What follows belongs to an exercise in optimizing a design on an open flow for a short achievable clock period and few clock cycles; a production flow would make more cautious choices.
Function was checked by simulation only, so behaviour that the tests miss may differ from the original.
Power is estimated from default activity; no workload was simulated.

**flow/config.mk**
```make
export PLATFORM = sky130hd
export DESIGN_NAME = multicycle_proc
export DESIGN_NICKNAME = multicycle_proc
export VERILOG_FILES = /design/flow/design.v
export SDC_FILE = /design/flow/constraint.sdc
export NUM_CORES = 4
export LEC_CHECK = 0
export CAP_MARGIN = 20
export CORE_MARGIN = 2
export CORE_UTILIZATION = 40
export SLEW_MARGIN = 20
```
**flow/constraint.sdc**
```tcl
create_clock -name core_clock -period 6.5 [get_ports {CLK}]
set_input_delay 1.3000 -clock core_clock [delete_from_list [all_inputs] [get_ports {CLK}]]
set_output_delay 1.3000 -clock core_clock [all_outputs]
set_load 0.01 [all_outputs]
```
**flow/design.v**
```verilog
module multicycle_proc (
  input  logic        CLK,
  input  logic        Reset,
  input  logic [31:0] startPC,
  output logic        mem_req,
  output logic        mem_we,
  output logic [31:0] mem_addr,
  output logic [31:0] mem_wdata,
  input  logic [31:0] mem_rdata,
  input  logic        mem_ready,
  output logic [31:0] dmemOut,
  output logic        retire,
  output logic        halted
);
  localparam int ADDR_W       = 32;
  localparam bit ILLEGAL_HALT = 1'b1;
  localparam bit TRAP_ON_OVF  = 1'b0;
  typedef enum logic [2:0] {FETCH, DECODE, EXEC, MEM, WB, HALT} state_t;
  state_t            state_q, state_d;
  logic [ADDR_W-1:0] pc_q;
  logic [31:0]       instr_q, regA_q, regB_q, result_q, dmemOut_q;
  logic              retire_q, retire_d, run_q;
  logic [31:0]       regFile_q [32];
  logic [5:0]  opcode, funct;
  logic [4:0]  rsIdx, rtIdx, rdIdx, destIdx;
  logic [31:0] immSext, immZext, memAddrCalc, aluRes;
  logic        isRType, isLw, isSw, isBeq, isJ, memOp;
  logic        legalOp, overflow, illegal;
  assign opcode      = instr_q[31:26];
  assign rsIdx       = instr_q[25:21];
  assign rtIdx       = instr_q[20:16];
  assign rdIdx       = instr_q[15:11];
  assign funct       = instr_q[5:0];
  assign immSext     = {{16{instr_q[15]}}, instr_q[15:0]};
  assign immZext     = {16'h0000, instr_q[15:0]};
  assign isRType     = (opcode == 6'd0);
  assign isLw        = (opcode == 6'd35);
  assign isSw        = (opcode == 6'd43);
  assign isBeq       = (opcode == 6'd4);
  assign isJ         = (opcode == 6'd2);
  assign memOp       = isLw | isSw;
  assign destIdx     = isRType ? rdIdx : rtIdx;
  assign memAddrCalc = regA_q + immSext;
  assign illegal     = !legalOp || (memOp && (memAddrCalc[1:0] != 2'b00));
  always_comb begin
    aluRes   = 32'h0000_0000;
    overflow = 1'b0;
    legalOp  = 1'b1;
    if (isRType) begin
      case (funct)
        6'd32: begin
          aluRes   = regA_q + regB_q;
          overflow = (regA_q[31] == regB_q[31]) && (aluRes[31] != regA_q[31]);
        end
        6'd34: begin
          aluRes   = regA_q - regB_q;
          overflow = (regA_q[31] != regB_q[31]) && (aluRes[31] != regA_q[31]);
        end
        6'd36:   aluRes = regA_q & regB_q;
        6'd37:   aluRes = regA_q | regB_q;
        6'd42:   aluRes = {31'd0, $signed(regA_q) < $signed(regB_q)};
        default: legalOp = 1'b0;
      endcase
    end else begin
      case (opcode)
        6'd8: begin
          aluRes   = regA_q + immSext;
          overflow = (regA_q[31] == immSext[31]) && (aluRes[31] != regA_q[31]);
        end
        6'd13:        aluRes = regA_q | immZext;
        6'd35, 6'd43: aluRes = memAddrCalc;
        6'd4, 6'd2:   aluRes = 32'h0000_0000;
        default:      legalOp = 1'b0;
      endcase
    end
  end
  always_ff @(posedge CLK) begin
    if (Reset) begin
      state_q <= FETCH;
    end else begin
      state_q <= state_d;
    end
  end
  always_comb begin
    state_d  = state_q;
    retire_d = 1'b0;
    case (state_q)
      FETCH: begin
        if (run_q && mem_ready) state_d = DECODE;
      end
      DECODE: state_d = EXEC;
      EXEC: begin
        if (illegal) begin
          state_d  = ILLEGAL_HALT ? HALT : FETCH;
          retire_d = !ILLEGAL_HALT;
        end else if (memOp) begin
          state_d = MEM;
        end else if (isBeq || isJ) begin
          state_d  = FETCH;
          retire_d = 1'b1;
        end else if (TRAP_ON_OVF && overflow) begin
          state_d = HALT;
        end else begin
          state_d = WB;
        end
      end
      MEM: begin
        if (mem_ready) begin
          state_d  = isSw ? FETCH : WB;
          retire_d = isSw;
        end
      end
      WB: begin
        state_d  = FETCH;
        retire_d = 1'b1;
      end
      HALT:    state_d = HALT;
      default: state_d = HALT;
    endcase
  end
  always_ff @(posedge CLK) begin
    if (Reset) begin
      pc_q      <= startPC;
      instr_q   <= '0;
      regA_q    <= '0;
      regB_q    <= '0;
      result_q  <= '0;
      dmemOut_q <= '0;
      retire_q  <= 1'b0;
      run_q     <= 1'b0;
      for (int i = 0; i < 32; i++) regFile_q[i] <= '0;
    end else begin
      run_q    <= 1'b1;
      retire_q <= retire_d;
      case (state_q)
        FETCH: begin
          if (run_q && mem_ready) begin
            instr_q <= mem_rdata;
            pc_q    <= pc_q + 32'd4;
          end
        end
        DECODE: begin
          regA_q <= regFile_q[rsIdx];
          regB_q <= regFile_q[rtIdx];
        end
        EXEC: begin
          result_q <= aluRes;
          if (!illegal && isBeq && (regA_q == regB_q)) begin
            pc_q <= pc_q + {immSext[29:0], 2'b00};
          end else if (!illegal && isJ) begin
            pc_q <= {pc_q[31:28], instr_q[25:0], 2'b00};
          end
        end
        MEM: begin
          if (mem_ready) begin
            if (isSw) dmemOut_q <= regB_q;
            else      result_q  <= mem_rdata;
          end
        end
        WB: begin
          if (destIdx != 5'd0) regFile_q[destIdx] <= result_q;
          dmemOut_q <= result_q;
        end
        default: ;
      endcase
    end
  end
  assign mem_req   = run_q && ((state_q == FETCH) || (state_q == MEM));
  assign mem_we    = (state_q == MEM) && isSw;
  assign mem_addr  = (state_q == MEM) ? memAddrCalc : pc_q;
  assign mem_wdata = regB_q;
  assign dmemOut       = dmemOut_q;
  assign retire        = retire_q;
  assign halted        = (state_q == HALT);
endmodule
```
**flow/run.sh**
```bash
#!/bin/bash
# synth_recipe.tcl (not shown) runs the flow's synth.tcl, then flattens the netlist and writes it again
# the make line also repeats each setting of config.mk as NAME=value (left out here)
make -C /OpenROAD-flow-scripts/flow DESIGN_CONFIG=/design/flow/config.mk WORK_HOME=/design/flow/orfs CLKGATE_MAP_FILE= SYNTH_SCRIPT=/design/flow/synth_recipe.tcl finish
```
==> metrics.yaml <==
antenna_left: 0
worst_pin_slew_ns: 1.17
netlist_area_mm2: 0.0717
comb_power_share: 0.211
critPathTopFamily: "compound AO/OA/AOI/OAI gates"
drtIter0Drc: 6079
place.gp.congestion: 0.965
wl_met3_mm: 23.7
cts_buffers: 140
overflow: 0
finalHoldWorstSlack_ns: 0.504
die_x_um: 427
drt-met1-wl_mm: 100
grt_max_degree: 130
end_kind: "output port"
reg2reg_from: "instr_q[31]$_SDFFE_PP0P_"
grt_pass1_wl_mm: 375
synth_common_cells: "edfxtp_1, mux4_2, and2_1"
antenna_found_initial: 23
path_common_cell: "o21ai_0"
nets: 5800
hold_end: "dmemOut_q[26]$_SDFFE_PP0P_"
netlist_instances: 5605
hold_depth: 2
critPathSlowestCell: "a2111oi_2"
met2_length_mm: 129
p_int_mw: 15.1
worst_slack_ns: 0.186
worst_r2r_path_depth: 10
cp_max_fo: 6
final_area_mm2: 0.0808
rows: 155
avgRoutedWirePerCell_um: 33.1
io_pins: 167
yosysMostFrequentCell: "edfxtp_1"
setup_viol: 0
clkSinkCount: 1221
io_buffer_count: 166
htreeDepth: 4
clk_pin_slew_ns: 0.06
cp.required_ns: 5.20
min_period_ns: 6.31
core_area_mm2: 0.178
critPathLaunchType: "flop"
syn_area_per_cell_um2: 12.8
max_stage_delay_ns: 0.66
hold_violations: 0
clk_latency_ns: 0.82
fmax_mhz: 158
report.final.slew_viol_count: 0
p_per_area_mw_per_mm2: 270
die_height_um: 427
r2r-end: "regFile_q[16][25]$_SDFFCE_PN0P_"
placedInstanceArea_mm2: 0.0763
synth_edf_count: 1056
ys_warn_count: 1
num_vias: 50781
drive_gt1_frac: 0.200
root_buffer: "clkbuf_16"
stdcell_count: 8019
finalSetupTns_ns: 0
yosysSeqAreaShare: 0.488
initial_core_util: 0.402
dp_hpwl_mm: 172
cts_buffer_depth: 3
synth_seq_cells: 1221
grt_use_total: 0.289
drc: 0
hp-class: "reg -> reg"
cts_tree: "yes"
reg2reg_slack_ns: 1.38
synth_area_leader_cell: "edfxtp_1"
grt_pass1_vias: 50636
peakVddDrop_mv: 0.218
relSlewSlack: 0.213
vias_per_cell: 6.33
critPathKind: "reg -> out"
status: "timing/DRC/antenna clean"
fillCellCount: 15775
seq_power_share: 0.429
die_area_mm2: 0.183
path_cells: "inv_1 -> ha_1 -> a21oi_1 -> o21ai_0 -> a2111oi_2 -> a21oi_1 -> or3_1 -> a21oi_2 -> o21ba_2 -> o21ai_0 -> xnor2_1 -> o21ai_0 -> clkdlybuf4s50_1"
topRoutingLayerUsed: "met5"
dp_slack_ns: 0.985
power.static_leakage_nw: 29.0
drt_wl_total_mm: 265
max_cap_violations: 0
syn_to_final_growth_pct: 12.7
cp.arrival_ns: 5.01
skew_ns: 0.0359
clkPwrFrac: 0.361
cp.buffers_inverters: 2
drt_first_pass_iters: 6
async_reset_ff_frac: 0
grt_setup_unrepaired: "false"
hold_start: "dmemOut_q[26]$_SDFFE_PP0P_"
place_inst: 7755
switching_power_mw: 6.73
sw_frac_of_total: 0.309
netlist-cell-type-count: 90
yosys.area.top_type_share: 0.442
fin_crit_sh: 0.971
synth-main-ff-cell: "edfxtp_1"
yosys-top-cells-area: "edfxtp_1, mux4_2, dfxtp_1"
==> metrics by stage <==
step           utilization  power, mW
2_1_floorplan            -       12.1
6_report             0.453       21.8
5_1_grt              0.453       22.4
4_1_cts              0.453       21.8
3_3_place_gp         0.427       14.0
3_5_place_dp         0.428       14.0
==> worst reg2reg max path, stage by stage (launching register included) <==
cell	delay [ns]
dfxtp_1	0.36
or4_4	0.57
nor3_1	0.16
buf_4	0.27
nor3_1	0.09
a31oi_2	0.75
o2111ai_4	0.38
o21ba_4	0.63
and2b_2	0.24
or2_2	0.86
buf_4	0.45
==> routing by layer <==
| metal | GRT usage | vias up |
|---|---|---|
| li1 | - | 21425 |
| met1 | 0.364 | 26082 |
| met2 | 0.478 | 2730 |
| met3 | 0.0595 | 536 |
| met4 | 0.132 | 8 |
| met5 | 0 | - |
==> sequential cells by signal, indices dropped and copies added (netlist names) <==
name / count
regFile_q: 1024
regA_q: 32
result_q: 32
state_q: 3
run_q: 1
regB_q: 32
instr_q: 32
retire_q: 1
dmemOut_q: 32
pc_q: 32
==> layout make-up <==
type                       instances  area [µm²]  share of cell area
clock inverter                    73         668             0.00827
inverter                         136         510             0.00632
timing repair buffer             326        3260              0.0404
clock buffer                     184        3770              0.0467
sequential                      1221       35100               0.434
antenna                            5        12.5            0.000155
multi-input combinational       3719       34600               0.428
tap                             2355        2950              0.0365
==> what timing repair did <==
action,CTS,global route
buffers inserted,0,0
resized for setup,0,3
setup endpoints to repair,0,6
hold buffers,0,0
==> how the worst max path moves through the flow <==
| stage | start | end | slack, ns | depth (start not counted) |
|---|---|---|---|---|
| after floorplan | instr_q[31]$_SDFFE_PP0P_ | regFile_q[12][0]$_SDFFCE_PN0P_ | 1.61 | 7 |
| after detailed placement | regA_q[8]$_SDFFE_PP0P_ | mem_addr[31] | 0.99 | 13 |
| after global placement | regA_q[8]$_SDFFE_PP0P_ | mem_addr[31] | 0.98 | 13 |
| after global routing | regA_q[8]$_SDFFE_PP0P_ | mem_addr[31] | 0.01 | 13 |
| final | regA_q[6]$_SDFFE_PP0P_ | mem_addr[27] | 0.19 | 13 |
| after CTS | regA_q[8]$_SDFFE_PP0P_ | mem_addr[31] | 0.09 | 13 |
==> placed cells by master (no fill, tap or decap), drive strengths merged, types with 10 or more instances in the layout <==
cell           Yosys  routed
nor2             295     295
or2               12      12
o211ai            38      38
clkdlybuf4s50      0     165
clkbuf           468     184
clkinv             0      47
nand3             47      47
a211oi           119     119
inv              136     149
o21ai            197     197
o31ai             20      20
o221ai            16      16
ha               185     185
a21o              47      47
edfxtp          1056    1056
conb               1      32
buf               92     161
nand4             23      23
nand2b            15      15
nor2b             18      18
a21oi            255     255
nor3b             12      12
dfxtp            165     165
a31oi             18      18
nor3              51      51
xnor2             67      67
mux2i             79      79
and2             522     522
a221oi            28      28
o21a              20      20
nand2            262     262
and3             495     495
mux4             640     640
o21bai            20      20
o22ai             10      10
xor2              40      40
or3               18      18
==> power groups by stage <==
| stage | logic, mW | registers (mW) | clock network (mW) |
|---|---|---|---|
| after global placement | 4.52 | 9.47 | 0 |
| after floorplan | 2.81 | 9.28 | 0 |
| after detailed placement | 4.52 | 9.49 | 0 |
| after CTS | 4.53 | 9.33 | 7.93 |
| after global routing | 4.83 | 9.38 | 8.22 |
| final | 4.60 | 9.35 | 7.87 |
==> cells by family (layout without fill, tap and decap cells) <==
kind of cell / count (synthesis) / in the layout / synth area share
and+or+nand+nor: 1800 / 1800 / 0.137
DFF: 1221 / 1221 / 0.488
AOI/OAI and AO/OA: 864 / 864 / 0.0774
muxes: 727 / 727 / 0.213
buffers and inverters: 696 / 719 / 0.0374
adders and majority gates: 189 / 189 / 0.0334
xor gates and xnor gates: 107 / 107 / 0.0131
other: 1 / 37 / 0.0000523
Testbench counts, summed over its fixed seeds: cycles 34,522.

[port drivers added, routing unchanged]
No port has a modelled driver above. Below, the same layout with a new extraction and two added sets of constraints.
Step 1 sets driving cells, clkbuf_16 on the clock port and buf_2 on the other inputs (assumed; they add their load-dependent delay and slew).
Step 2 moves the port delays by t, midway between the first and last clock arrival at a register: inputs arrive t later, outputs are due t later. That takes back most of the time a late clock gives input paths.
a / b / c = ideal ports / drivers / drivers and shift; a / b = the first two.
t, ns: 0.890
slack for setup (ns): 0.186 / 0.095 / 0.985
worst register clock-pin slew, ns: 0.07 / 0.07
After both steps this run still meets setup and hold. The setup slack of this run moves by -0.091 ns with the drivers and by +0.799 ns with both steps.
